Context: an optimization exercise on an open-source flow, tuned for small area. The choices shown serve that exercise and are no tape-out recipe. In this exercise RTL edits were held to simulation tests only and were not proved equivalent to the original. No activity file was given, so power comes from the tool's default toggle rates.

==> flow/design.v <==
module yreg_file #(
  parameter int WIDTH = 32,
  parameter int ADDR  = 5
) (
  input  logic             clk,
  input  logic             rst,
  input  logic [ADDR-1:0]  rn1,
  input  logic [ADDR-1:0]  rn2,
  input  logic [ADDR-1:0]  wn,
  input  logic [WIDTH-1:0] d,
  input  logic             w,
  output logic [WIDTH-1:0] rd1,
  output logic [WIDTH-1:0] rd2
);
  localparam int N = 2 ** ADDR;
  logic [N-1:1] we;      
  logic [N-1:1] valid;   
  logic [N-1:1] sel1;    
  logic [N-1:1] sel2;    
  logic         hit1;    
  logic         hit2;    
  logic [WIDTH-1:0] q [1:N-1];
  assign hit1 = !rst && w && (wn != '0) && (wn == rn1);
  assign hit2 = !rst && w && (wn != '0) && (wn == rn2);
  localparam int LO = (ADDR + 1) / 2;
  localparam int HI = ADDR - LO;
  logic [2**LO-1:0] l1, l2, lw;
  logic [2**HI-1:0] h1, h2, hw;
  logic [N-1:1]     rdy;   
  for (genvar k = 0; k < 2**LO; k++) begin : gLo
    assign l1[k] = (rn1[LO-1:0] == LO'(k));
    assign l2[k] = (rn2[LO-1:0] == LO'(k));
    assign lw[k] = (wn[LO-1:0] == LO'(k));
  end
  for (genvar k = 0; k < 2**HI; k++) begin : gHi
    assign h1[k] = (rn1[ADDR-1:LO] == HI'(k));
    assign h2[k] = (rn2[ADDR-1:LO] == HI'(k));
    assign hw[k] = w && (wn[ADDR-1:LO] == HI'(k));
  end
  genvar i;
  for (i = 1; i < N; i++) begin : gReg
    yreg_and2 uWe (.a(hw[i >> LO]), .b(lw[i % (2**LO)]), .y(we[i]));
    always_ff @(posedge clk or posedge rst) begin
      if (rst) begin
        valid[i] <= 1'b0;
      end else if (we[i]) begin
        valid[i] <= 1'b1;
      end
    end
    always_ff @(posedge clk) begin
      if (we[i]) begin
        q[i] <= d;
      end
    end
    assign rdy[i] = !rst && valid[i] && !we[i];
    yreg_and3 uS1 (.a(h1[i >> LO]), .b(l1[i % (2**LO)]), .c(rdy[i]), .y(sel1[i]));
    yreg_and3 uS2 (.a(h2[i >> LO]), .b(l2[i % (2**LO)]), .c(rdy[i]), .y(sel2[i]));
  end
  localparam int G = (N + 2) / 3;    
  logic [N-1:0] s1, s2;
  logic [WIDTH-1:0] x [0:N-1];
  assign s1 = {sel1, hit1};
  assign s2 = {sel2, hit2};
  assign x[0] = d;
  for (i = 1; i < N; i++) begin : gX
    assign x[i] = q[i];
  end
  genvar b, g;
  for (b = 0; b < WIDTH; b++) begin : gBit
    logic [G-2:0] n1, n2;
    for (g = 0; g < G - 1; g++) begin : gGrp
      yreg_aoi222 u1 (.a0(s1[3*g]), .b0(x[3*g][b]), .a1(s1[3*g+1]), .b1(x[3*g+1][b]),
                      .a2(s1[3*g+2]), .b2(x[3*g+2][b]), .y(n1[g]));
      yreg_aoi222 u2 (.a0(s2[3*g]), .b0(x[3*g][b]), .a1(s2[3*g+1]), .b1(x[3*g+1][b]),
                      .a2(s2[3*g+2]), .b2(x[3*g+2][b]), .y(n2[g]));
    end
    logic [2:0] p1, p2;
    yreg_nand4 u1a (.a(n1[3:0]), .y(p1[0]));
    yreg_nand4 u1b (.a(n1[7:4]), .y(p1[1]));
    yreg_nand4 u2a (.a(n2[3:0]), .y(p2[0]));
    yreg_nand4 u2b (.a(n2[7:4]), .y(p2[1]));
    yreg_last u1c (.n0(n1[8]), .n1(n1[9]), .a0(s1[N-2]), .b0(x[N-2][b]),
                   .a1(s1[N-1]), .b1(x[N-1][b]), .y(p1[2]));
    yreg_last u2c (.n0(n2[8]), .n1(n2[9]), .a0(s2[N-2]), .b0(x[N-2][b]),
                   .a1(s2[N-1]), .b1(x[N-1][b]), .y(p2[2]));
    yreg_or3 u1d (.a(p1), .y(rd1[b]));
    yreg_or3 u2d (.a(p2), .y(rd2[b]));
  end
endmodule
module yreg_aoi222 (
  input  logic a0, b0, a1, b1, a2, b2,
  output logic y
);
  assign y = !((a0 && b0) || (a1 && b1) || (a2 && b2));
endmodule
module yreg_nand4 (
  input  logic [3:0] a,
  output logic       y
);
  assign y = !(&a);
endmodule
module yreg_last (
  input  logic n0, n1, a0, b0, a1, b1,
  output logic y
);
  assign y = !(n0 && n1 && !((a0 && b0) || (a1 && b1)));
endmodule
module yreg_or3 (
  input  logic [2:0] a,
  output logic       y
);
  assign y = |a;
endmodule
module yreg_and2 (
  input  logic a, b,
  output logic y
);
  assign y = a && b;
endmodule
module yreg_and3 (
  input  logic a, b, c,
  output logic y
);
  assign y = a && b && c;
endmodule
==> flow/config.mk <==
export PLATFORM = sky130hd
export DESIGN_NAME = yreg_file
export DESIGN_NICKNAME = yreg_file
export VERILOG_FILES = /design/flow/design.v
export SDC_FILE = /design/flow/constraint.sdc
export NUM_CORES = 4
export LEC_CHECK = 0
export CAP_MARGIN = 20
export CORE_MARGIN = 2
export CORE_UTILIZATION = 65
export SLEW_MARGIN = 20
export SYNTH_HIERARCHICAL = 1
export SYNTH_MINIMUM_KEEP_SIZE = 0
==> flow/constraint.sdc <==
create_clock -name core_clock -period 7.0 [get_ports {clk}]
set_input_delay 1.4000 -clock core_clock [delete_from_list [all_inputs] [get_ports {clk}]]
set_output_delay 1.4000 -clock core_clock [all_outputs]
set_load 0.01 [all_outputs]
standard.sh (not shown) runs the stock make flow with config.mk's settings and CLKGATE_MAP_FILE= SYNTH_SCRIPT=/design/flow/synth_recipe.tcl, a recipe that flattens the netlist after the stock synthesis.
==> flow/flow/run.sh <==
#!/bin/bash
# The standard flow (standard synthesis unchanged), with three layout changes:
#  - ports are buffered with buf_2 instead of the slow delay buffer the
#    resizer picks by default;
#  - CTS clusters up to 24 sinks per leaf buffer, uses clkbuf_8/16 and
#    inserts no dummy loads.
set -uo pipefail
bash standard.sh \
  "BUFFER_PORTS_ARGS=-buffer_cell sky130_fd_sc_hd__buf_2" \
  "CTS_ARGS=-sink_clustering_enable -repair_clock_nets -dont_use_dummy_load -buf_list {sky130_fd_sc_hd__clkbuf_8 sky130_fd_sc_hd__clkbuf_16} -sink_clustering_size 24 -sink_clustering_max_diameter 80" \
  finish > standard_flow.log 2>&1
Change:
--- a/flow/design.v
+++ b/flow/design.v
@@ -22,24 +22,9 @@
   logic [WIDTH-1:0] q [1:N-1];
   assign hit1 = !rst && w && (wn != '0) && (wn == rn1);
   assign hit2 = !rst && w && (wn != '0) && (wn == rn2);
-  localparam int LO = (ADDR + 1) / 2;
-  localparam int HI = ADDR - LO;
-  logic [2**LO-1:0] l1, l2, lw;
-  logic [2**HI-1:0] h1, h2, hw;
-  logic [N-1:1]     rdy;   
-  for (genvar k = 0; k < 2**LO; k++) begin : gLo
-    assign l1[k] = (rn1[LO-1:0] == LO'(k));
-    assign l2[k] = (rn2[LO-1:0] == LO'(k));
-    assign lw[k] = (wn[LO-1:0] == LO'(k));
-  end
-  for (genvar k = 0; k < 2**HI; k++) begin : gHi
-    assign h1[k] = (rn1[ADDR-1:LO] == HI'(k));
-    assign h2[k] = (rn2[ADDR-1:LO] == HI'(k));
-    assign hw[k] = w && (wn[ADDR-1:LO] == HI'(k));
-  end
   genvar i;
   for (i = 1; i < N; i++) begin : gReg
-    yreg_and2 uWe (.a(hw[i >> LO]), .b(lw[i % (2**LO)]), .y(we[i]));
+    assign we[i] = w && (wn == ADDR'(i));
     always_ff @(posedge clk or posedge rst) begin
       if (rst) begin
         valid[i] <= 1'b0;
@@ -52,9 +37,8 @@
         q[i] <= d;
       end
     end
-    assign rdy[i] = !rst && valid[i] && !we[i];
-    yreg_and3 uS1 (.a(h1[i >> LO]), .b(l1[i % (2**LO)]), .c(rdy[i]), .y(sel1[i]));
-    yreg_and3 uS2 (.a(h2[i >> LO]), .b(l2[i % (2**LO)]), .c(rdy[i]), .y(sel2[i]));
+    assign sel1[i] = !rst && valid[i] && !we[i] && (rn1 == ADDR'(i));
+    assign sel2[i] = !rst && valid[i] && !we[i] && (rn2 == ADDR'(i));
   end
   localparam int G = (N + 2) / 3;    
   logic [N-1:0] s1, s2;
@@ -111,15 +95,3 @@
 );
   assign y = |a;
 endmodule
-module yreg_and2 (
-  input  logic a, b,
-  output logic y
-);
-  assign y = a && b;
-endmodule
-module yreg_and3 (
-  input  logic a, b, c,
-  output logic y
-);
-  assign y = a && b && c;
-endmodule
Result: The new run passed the timing, DRC and antenna checks. Die area went down by about 0.45%. Global-route usage went down by 0.47 points. Sequential share of layout area went down by 0.82 points. Critical path depth stays the same. Hold slack is better by 8.5 ps. Final cell count stays flat. Combinational power went up by about 1%. Routed wire length went down by 1.8%. Setup slack is better by 440 ps. Cell area went up by about 1.2%. Count of clock-buffer cells in the layout does not change. Synthesized area went down by 0.46%.

port drivers added, routing unchanged:
The results above use ideal ports. As a check the final layouts listed here were re-extracted and re-timed, cells and wires unchanged.
Step 1 assumes that a clkbuf_16 drives the clock port and a buf_2 every other input.
Step 2 adds t to the input delays and takes it off the output delays; t is the mean of the earliest and latest rising clock arrival at the registers after step 1. Input paths then give back, and output paths get back, about the clock's delay inside the block.
a / b / c = no drivers / after step 1 / after step 2; a / b = the first two.
| run | t, ns | setup slack, ns | worst data-port slew with drivers (ns) |
|---|---|---|---|
| the first run | 0.685 | 0.470 / 0.451 / 0.451 | 0.12 |
| the second run | 0.684 | 0.907 / 0.840 / 0.840 | 0.14 |
After both steps every run listed still meets setup and hold. The setup slack of the second run, which loses most, moves by -0.067 ns with the drivers and by -0.067 ns with both steps.
